This design comes from an exercise in tuning for small area on the open sky130 flow, not from production work. Function was checked by simulation only, so behaviour that the tests miss may differ from the original. Power and IR drop assume default switching activity.

## run A
// perf_snapshot_unit
module perf_snapshot_unit #(
  parameter int CNT_W = 32
) (
  input  logic             clk,
  input  logic             rst_n,
  input  logic             snap_req,
  input  logic             delta_mode,
  input  logic [CNT_W-1:0] hits,
  input  logic [CNT_W-1:0] misses,
  input  logic [CNT_W-1:0] evictions,
  input  logic [CNT_W-1:0] dirty_evictions,
  input  logic [CNT_W-1:0] predictor_hits,
  input  logic [CNT_W-1:0] predictor_misses,
  input  logic [CNT_W-1:0] stale_events,
  output logic             out_valid,
  input  logic             out_ready,
  output logic [CNT_W-1:0] out_data,
  output logic             out_last,
  output logic [2:0]       out_index,
  output logic             busy,
  output logic [7:0]       drop_count
);
Size: about 1200 cells after synthesis, about 490 flip-flops, ~280 I/O pins.
==> flow/config.mk <==
export PLATFORM = sky130hd
export DESIGN_NAME = perf_snapshot_unit
export DESIGN_NICKNAME = perf_snapshot_unit
export VERILOG_FILES = /design/flow/design.v
export SDC_FILE = /design/flow/constraint.sdc
export NUM_CORES = 4
export LEC_CHECK = 0
export CAP_MARGIN = 0
export CORE_MARGIN = 2
export CORE_UTILIZATION = 65
export SLEW_MARGIN = 0
==> flow/constraint.sdc <==
create_clock -name core_clock -period 6.0 [get_ports {clk}]
set_input_delay 1.2000 -clock core_clock [delete_from_list [all_inputs] [get_ports {clk}]]
set_output_delay 1.2000 -clock core_clock [all_outputs]
set_load 0.01 [all_outputs]
standard.sh (not shown) runs the stock make flow with config.mk's settings and CLKGATE_MAP_FILE= SYNTH_SCRIPT=/design/flow/synth_recipe.tcl, a recipe that flattens the netlist after the stock synthesis.
==> flow/flow/run.sh <==
#!/bin/bash
# Standard layout with smallest port buffers and a lighter clock tree
# (no dummy loads, clkbuf_8 leaf clusters).
export BUFFER_PORTS_ARGS="-buffer_cell sky130_fd_sc_hd__buf_1"
export CTS_ARGS="-sink_clustering_enable -repair_clock_nets -dont_use_dummy_load -buf_list {sky130_fd_sc_hd__clkbuf_8 sky130_fd_sc_hd__clkbuf_16} -sink_clustering_size 24 -sink_clustering_max_diameter 60"
bash standard.sh > standard.log 2>&1
For run B, these inputs were changed with respect to run A:
==> flow/flow/run.sh <==
#!/bin/bash
# Standard layout with smallest port buffers and a lighter clock tree
# (no dummy loads, clkbuf_8 leaf clusters).
export BUFFER_PORTS_ARGS="-buffer_cell sky130_fd_sc_hd__buf_1"
export CTS_ARGS="-sink_clustering_enable -repair_clock_nets -dont_use_dummy_load -buf_list {sky130_fd_sc_hd__clkbuf_8} -sink_clustering_size 16 -sink_clustering_max_diameter 50"
bash standard.sh > standard.log 2>&1
==> comparison <==
Relative to run A, the overall power of run B is lower by about 2%. Summary: with run A as the reference, count of clock-buffer cells in the layout in run B moved up by more than a quarter. Number of antenna violations at the first check in global routing: run B vs run A identical. Run A and run B ended up with nearly the same non-clock inverter count in the final layout. Status: first-pass GRT wire length parity (run A, run B). In run B, the design area came out 0.87% below the value in run A. Re final worst setup slack: run A and run B aren't equal, and the lower value belongs to run B.
The following lists how run C was set up differently from run B:
==> flow/flow/run.sh <==
#!/bin/bash
# Standard layout with smallest port buffers and a lighter clock tree
# (no dummy loads, clkbuf_8 leaf clusters).
export BUFFER_PORTS_ARGS="-buffer_cell sky130_fd_sc_hd__buf_1"
export CTS_ARGS="-sink_clustering_enable -repair_clock_nets -dont_use_dummy_load -buf_list {sky130_fd_sc_hd__clkbuf_8} -sink_clustering_size 22 -sink_clustering_max_diameter 40"
bash standard.sh > standard.log 2>&1
### Flow results
- The share of power burned in the clock network in run C sits 0.8 points above the value recorded for run B.
- On power density over the cells, the lower figure sits with run B, not run C.
- Re antenna diode count: no difference whatsoever between run C and run B.
- When run C is measured against run B, its combinational group share of total power turns out 0.4 points lower.
- Going from run B to run C, clock power increased about 8%, average routed wire per standard cell fell 0.93%, via count ~0 delta.

========
## lane 1
Another version of the RTL of perf_snapshot_unit (not shown whole).
Size: about 1200 cells after synthesis, ~480 flip-flops, about 280 I/O pins, ~0.019 sq mm of cells after synthesis.
Settings: LEC_CHECK=0, CAP_MARGIN=20, CORE_MARGIN=2, CORE_UTILIZATION=65, SLEW_MARGIN=20; clock period 6.0 ns.
==> flow/flow/run.sh <==
#!/bin/bash
# Standard layout with smallest port buffers and a lighter clock tree
# (no dummy loads, clkbuf_16 leaf clusters).
export BUFFER_PORTS_ARGS="-buffer_cell sky130_fd_sc_hd__buf_1"
export CTS_ARGS="-sink_clustering_enable -repair_clock_nets -dont_use_dummy_load -buf_list {sky130_fd_sc_hd__clkbuf_16} -sink_clustering_size 30 -sink_clustering_max_diameter 60"
bash standard.sh > standard.log 2>&1
### lane 1 -> lane 2
==> flow/flow/run.sh <==
#!/bin/bash
# Standard layout with smallest port buffers and a lighter clock tree
# (no dummy loads, clkbuf_8 leaf clusters).
export BUFFER_PORTS_ARGS="-buffer_cell sky130_fd_sc_hd__buf_1"
export CTS_ARGS="-sink_clustering_enable -repair_clock_nets -dont_use_dummy_load -buf_list {sky130_fd_sc_hd__clkbuf_8} -sink_clustering_size 16 -sink_clustering_max_diameter 50"
bash standard.sh > standard.log 2>&1
-- flow/config.mk --
<<< lane 1, line 8
export CAP_MARGIN = 20
>>> lane 2, line 8
export ABC_AREA = 1
export CAP_MARGIN = 0
<<< lane 1, line 11
export SLEW_MARGIN = 20
>>> lane 2, line 12
export SLEW_MARGIN = 0
Findings:
- When the final numbers for lane 1 and lane 2 were put side by side, the global-route usage turned out to be greater in lane 1.
- Diff lane 1 -> lane 2: area added between synthesis and finish dropped 3.2 points; xor and xnor fraction of the mapped netlist area dropped 1.0 points; final wirelength climbed 2300 microns; non-clock inverter total of the final layout climbed 133.
- Lane 1 vs lane 2, leading cell type in the layout, fill and taps excluded: sky130_fd_sc_hd__edfxtp_1 vs sky130_fd_sc_hd__nand2_1
Relative to lane 2, the following input files were edited for lane 3:
==> flow/run.sh (new file) <==
#!/bin/bash
# synth_recipe.tcl (not shown) runs the flow's synth.tcl, then flattens the netlist and writes it again
# the make line also repeats each setting of config.mk as NAME=value (left out here)
make -C /OpenROAD-flow-scripts/flow DESIGN_CONFIG=/design/flow/config.mk WORK_HOME=/design/flow/orfs CLKGATE_MAP_FILE= SYNTH_SCRIPT=/design/flow/synth_recipe.tcl finish
-- flow/config.mk --
<<< lane 2, line 8
export ABC_AREA = 1
export CAP_MARGIN = 0
>>> lane 3, line 8
export CAP_MARGIN = 20
<<< lane 2, line 11
export CORE_UTILIZATION = 65
export SLEW_MARGIN = 0
>>> lane 3, line 10
export CORE_UTILIZATION = 40
export SLEW_MARGIN = 20
removed: flow/flow/run.sh
removed: flow/standard.sh
Notes after the runs:
Having completed the whole flow, lane 3 delivered a layout that passed the timing, DRC and antenna checks.
Lane 3 ended up with sky130_fd_sc_hd__edfxtp_1 as its commonest non-fill, non-tap cell in the layout; lane 2 ended up with sky130_fd_sc_hd__nand2_1.
Lane 3 vs. lane 2: core utilization went down by 21 points.
Filler-free cell count of the finished design: lane 3 vs lane 2 down 266
Lane 3: distinct cell type count of the synthesized netlist is 49% higher than what lane 2 reported.

[what the ideal ports hide]
No port has a modelled driver above. Below, the same layouts with a new extraction and two added sets of constraints. Step 1: set_driving_cell puts a clkbuf_16 on clk and a buf_2 on each other input, an assumption about the parent block. Step 2 also shifts input and output timing later by t, the mid clock arrival at the registers, as if the neighbouring blocks saw the same clock. Slacks: ideal / step 1 / step 2; pairs: ideal / step 1.
run	shift t [ns]	setup WS [ns]	worst hold slack (ns)	slew at the worst register clock pin (ns)	worst slew at a driven data input, ns
run A	0.609	0.275 / 0.221 / 0.830	0.441 / 0.441 / 0.441	0.09 / 0.09	0.07
run B	0.599	0.258 / 0.211 / 0.810	0.441 / 0.441 / 0.441	0.10 / 0.10	0.07
run C	0.613	0.244 / 0.200 / 0.813	0.408 / 0.408 / 0.408	0.10 / 0.10	0.07
lane 1	0.556	0.147 / 0.094 / 0.651	0.429 / 0.429 / 0.429	0.10 / 0.10	0.05
lane 2	0.589	0.312 / 0.265 / 0.854	0.403 / 0.403 / 0.403	0.10 / 0.10	0.05
lane 3	0.631	0.148 / 0.095 / 0.726	0.445 / 0.445 / 0.445	0.06 / 0.06	0.10
After both steps setup and hold are still met in every run listed.
